Source: an optimization exercise on an open RTL-to-GDS flow (aim: small area, a short achievable clock period and few clock cycles per item). Production flows keep margins and buffers that such runs may drop.
RTL that was checked went through simulation tests only; none was proved equivalent to the original.

==> build 62: inputs <==
## go_to_goal_drive_controller_unit
module go_to_goal_drive_controller_unit (
  input  logic        clk,
  input  logic        rst,
  input  logic        psel,
  input  logic        penable,
  input  logic        pwrite,
  input  logic [3:0]  paddr,
  input  logic [31:0] pwdata,
  output logic [31:0] prdata,
  output logic        pready,
  input  logic        s_tvalid,
  output logic        s_tready,
  input  logic [79:0] s_tdata,    
  input  logic [2:0]  s_tuser,    
  output logic        m_tvalid,
  input  logic        m_tready,
  output logic [31:0] m_tdata,    
  output logic [0:0]  m_tuser     
);
==> flow/config.mk <==
export PLATFORM = sky130hd
export DESIGN_NAME = go_to_goal_drive_controller_unit
export DESIGN_NICKNAME = go_to_goal_drive_controller_unit
export VERILOG_FILES = /design/flow/design.v
export SDC_FILE = /design/flow/constraint.sdc
export NUM_CORES = 4
export LEC_CHECK = 0
export CAP_MARGIN = 20
export CORE_MARGIN = 2
export CORE_UTILIZATION = 40
export CTS_BUF_LIST = sky130_fd_sc_hd__clkbuf_4 sky130_fd_sc_hd__clkbuf_8
export SETUP_SLACK_MARGIN = 5
export SLEW_MARGIN = 20
==> flow/constraint.sdc <==
create_clock -name core_clock -period 10.0 [get_ports {clk}]
set_input_delay 2.0000 -clock core_clock [delete_from_list [all_inputs] [get_ports {clk}]]
set_output_delay 2.0000 -clock core_clock [all_outputs]
set_load 0.01 [all_outputs]
run.sh (not shown) runs the stock make flow with config.mk's settings and CLKGATE_MAP_FILE= SYNTH_SCRIPT=/design/flow/synth_recipe.tcl, a recipe that flattens the netlist after the stock synthesis.
==> trial 66: changes against build 62 <==
--- a/flow/design.v
+++ b/flow/design.v
@@ -687,46 +687,44 @@
   wire [35:0] zc_c1_0 = {((zc_s0_0 & zc_c0_0) | (zc_s0_0 & zf) | (zc_c0_0 & zf))} << 1;
   wire [35:0] zc_s2_0 = zc_s1_0 ^ zc_c1_0 ^ zh;
   wire [35:0] zc_c2_0 = {((zc_s1_0 & zc_c1_0) | (zc_s1_0 & zh) | (zc_c1_0 & zh))} << 1;
   wire [17:0] zlo;
   ggdc_add #(.W(18), .STYLE(ADD_STYLE)) u_zl (.a({1'b0, zc_s2_0[16:0]}), .b({1'b0, zc_c2_0[16:0]}), .ci(1'b0), .s(zlo));
   wire [18:0] zhs = zc_s2_0[35:17];
   wire [18:0] zhc = zc_c2_0[35:17];
-  wire xbig_15 = (|x_15[45:29]) | xn_15[29];
   logic r17_v, r17_tick, r17_stop;
   logic  r17_s15;
   logic [18:0] r17_zhs;
   logic [18:0] r17_zhc;
   logic  r17_zca;
   logic  r17_zl16;
-  logic [28:0] r17_x;
-  logic  r17_big;
+  logic [45:0] r17_x;
   always_ff @(posedge clk) begin
     if (rst) r17_v <= 1'b0;
     else if (adv) r17_v <= r16_v;
     if (adv) begin
       r17_tick <= r16_tick;
       r17_stop <= r16_stop;
       r17_s15 <= s_15;
       r17_zhs <= zhs;
       r17_zhc <= zhc;
       r17_zca <= zlo[17];
       r17_zl16 <= zlo[16];
-      r17_x <= xn_15[28:0];
-      r17_big <= xbig_15;
+      r17_x <= xn_15[45:0];
     end
   end
+  wire [45:0] x_16 = r17_x;
   wire        zc2 = r17_zl16 & r17_s15;    
   wire [18:0] zk  = {17'b0, zc2 & r17_zca, zc2 ^ r17_zca};
   wire [18:0] ec_s0_0 = r17_zhs ^ r17_zhc ^ zk;
   wire [18:0] ec_c0_0 = {((r17_zhs & r17_zhc) | (r17_zhs & zk) | (r17_zhc & zk))} << 1;
   wire signed [18:0] err_raw;
   ggdc_add #(.W(19), .STYLE(ADD_STYLE)) u_er (.a(ec_s0_0), .b(ec_c0_0), .ci(1'b0), .s(err_raw));
-  wire        dbig = r17_big;
-  wire [45:0] dx29 = 46'(r17_x);
+  wire        dbig = |x_16[45:29];
+  wire [45:0] dx29 = 46'(x_16[28:0]);
   wire [45:0] dc_s0_0 = (dx29 << 15) ^ (dx29 << 13) ^ (dx29 << 2);
   wire [45:0] dc_c0_0 = {(((dx29 << 15) & (dx29 << 13)) | ((dx29 << 15) & (dx29 << 2)) | ((dx29 << 13) & (dx29 << 2)))} << 1;
   wire [45:0] dc_s0_3 = dx29 ^ ~(dx29 << 10) ^ ~(dx29 << 7);
   wire [45:0] dc_c0_3 = {((dx29 & ~(dx29 << 10)) | (dx29 & ~(dx29 << 7)) | (~(dx29 << 10) & ~(dx29 << 7)))} << 1;
   wire [45:0] dc_s1_0 = dc_s0_0 ^ dc_c0_0 ^ dc_s0_3;
   wire [45:0] dc_c1_0 = {((dc_s0_0 & dc_c0_0) | (dc_s0_0 & dc_s0_3) | (dc_c0_0 & dc_s0_3))} << 1;
   wire [45:0] dc_s1_3 = dc_c0_3 ^ ~(dx29 << 4) ^ 46'd134217731;
@@ -804,52 +802,45 @@
   wire [27:0] fc_c1_0 = {((fc_s0_0 & fc_c0_0) | (fc_s0_0 & fc_s0_3) | (fc_c0_0 & fc_s0_3))} << 1;
   wire [27:0] fc_s1_3 = fc_c0_3 ^ (f_m << 3) ^ 28'd26216;
   wire [27:0] fc_c1_3 = {((fc_c0_3 & (f_m << 3)) | (fc_c0_3 & 28'd26216) | ((f_m << 3) & 28'd26216))} << 1;
   wire [27:0] fc_s2_0 = fc_s1_0 ^ fc_c1_0 ^ fc_s1_3;
   wire [27:0] fc_c2_0 = {((fc_s1_0 & fc_c1_0) | (fc_s1_0 & fc_s1_3) | (fc_c1_0 & fc_s1_3))} << 1;
   wire [27:0] fc_s3_0 = fc_s2_0 ^ fc_c2_0 ^ fc_c1_3;
   wire [27:0] fc_c3_0 = {((fc_s2_0 & fc_c2_0) | (fc_s2_0 & fc_c1_3) | (fc_c2_0 & fc_c1_3))} << 1;
-  wire [16:0] f_lo;
-  ggdc_add #(.W(17), .STYLE(ADD_STYLE)) u_fl (.a({1'b0, fc_s3_0[15:0]}), .b({1'b0, fc_c3_0[15:0]}), .ci(1'b0), .s(f_lo));
-  wire [11:0] f_s = fc_s3_0[27:16];
-  wire [11:0] f_c = fc_c3_0[27:16];
+  wire [27:0] f_prod;
+  ggdc_add #(.W(28), .STYLE(ADD_STYLE)) u_fp (.a(fc_s3_0), .b(fc_c3_0), .ci(1'b0), .s(f_prod));    
+  wire [11:0] f_q    = f_prod[27:16];
   wire        spin_sat = r19_mag >= 16'd4370;                
   wire [11:0] spd = r19_hi ? 12'd3277 : (r19_lo ? 12'd819 : {r19_d, 3'b0});
   logic r20_v, r20_tick, r20_stop;
   logic  r20_reach;
   logic  r20_neg;
   logic  r20_spin;
   logic  r20_ssat;
   logic  r20_fsat;
   logic [11:0] r20_st;
-  logic [11:0] r20_fs;
-  logic [11:0] r20_fc;
-  logic  r20_fcy;
+  logic [11:0] r20_fq;
   logic [11:0] r20_spd;
   always_ff @(posedge clk) begin
     if (rst) r20_v <= 1'b0;
     else if (adv) r20_v <= r19_v;
     if (adv) begin
       r20_tick <= r19_tick;
       r20_stop <= r19_stop;
       r20_reach <= r19_reach;
       r20_neg <= r19_neg;
       r20_spin <= spin;
       r20_ssat <= spin_sat;
       r20_fsat <= f_sat;
       r20_st <= spin_t[11:0];
-      r20_fs <= f_s;
-      r20_fc <= f_c;
-      r20_fcy <= f_lo[16];
+      r20_fq <= f_q;
       r20_spd <= spd;
     end
   end
-  wire [11:0] f_q;
-  ggdc_add #(.W(12), .STYLE(ADD_STYLE)) u_fh (.a(r20_fs), .b(r20_fc), .ci(r20_fcy), .s(f_q));    
-  wire [11:0] t_mag = r20_spin ? (r20_ssat ? 12'd3277 : r20_st) : (r20_fsat ? 12'd2048 : f_q);
+  wire [11:0] t_mag = r20_spin ? (r20_ssat ? 12'd3277 : r20_st) : (r20_fsat ? 12'd2048 : r20_fq);
   wire [11:0] o_spd = r20_spin ? 12'd0 : r20_spd;
   logic armed;
   wire  tick_live = r20_v & r20_tick & armed;
   wire  beat      = r20_v & (r20_stop | tick_live);
   logic [11:0] o_speed;
   logic [12:0] o_turn;
   logic        o_arr;
==> flow/config.mk (replaced) <==
export PLATFORM = sky130hd
export DESIGN_NAME = go_to_goal_drive_controller_unit
export DESIGN_NICKNAME = go_to_goal_drive_controller_unit
export VERILOG_FILES = /design/flow/design.v
export SDC_FILE = /design/flow/constraint.sdc
export NUM_CORES = 4
export LEC_CHECK = 0
export CAP_MARGIN = 20
export CORE_MARGIN = 2
export CORE_UTILIZATION = 55
export SETUP_SLACK_MARGIN = 5
export SLEW_MARGIN = 20
==> summary.txt <==
Result of the run: build 62 finished clean; trial 66 finished clean
Xor and xnor area share after synthesis: build 62 11.4%; trial 66 11.5%
Post-CTS Setup Bufs: build 62 53; trial 66 81
Proportion of cell area occupied by multi-input gates: build 62 45.6%; trial 66 46.0%
Signal arrival time at the worst endpoint: build 62 3.16 ns; trial 66 5.76 ns
Element type at the critical path start: build 62 input pin; trial 66 flip-flop
Number of filler cells placed in the layout: build 62 31,900; trial 66 20,000
Count of unique library cells instantiated by Yosys: build 62 98; trial 66 94
Worst min-delay path endpoint: build 62 r16_hd[14]; trial 66 r12_hd[7]
Reg-to-Reg End: build 62 r2_y[44]; trial 66 r20_fq[11]
Post-synth top area share: build 62 42.0%; trial 66 42.0%
Post-DP Area: build 62 146,000 um^2; trial 66 144,000 um^2
Floorplan row count: build 62 216; trial 66 184
Total CTS buffers: build 62 369; trial 66 226
Multiplexer fraction of the synthesized cell area: build 62 0.624%; trial 66 0.585%
Met1 wire length: build 62 140,000 um; trial 66 135,000 um
Testbench counts of trial 66, summed over its fixed seeds: cycles 3,160, items 2,603.
For build 62, only the layout was checked, not whether the RTL still works.

what the ideal ports hide:
Ports are ideal in the flow. The routed layouts listed here were re-timed in OpenROAD.
Step 1 sets driving cells, clkbuf_16 on the clock port and buf_2 on the other inputs (assumed; they add their load-dependent delay and slew).
Step 2, shift: input delay + t, output delay - t, t = (earliest + latest rising clock arrival at the registers) / 2. This alone moves slack from input paths to output paths.
Slacks: no drivers / after step 1 / after step 2; pairs: no drivers / after step 1.
run	shift t [ns]	setup slack, ns	worst setup path after step 2	slew at the worst register clock pin (ns)	cell pins on the clock port's net
build 62	1.181	4.838 / 4.774 / 4.028	input to register	0.07 / 0.07	1
trial 66	0.929	4.857 / 4.857 / 4.310	input to register	0.07 / 0.07	1
After both steps every run listed still meets setup and hold. For build 62, which loses most, drivers alone change the setup slack by -0.064 ns; drivers and shift together by -0.810 ns.
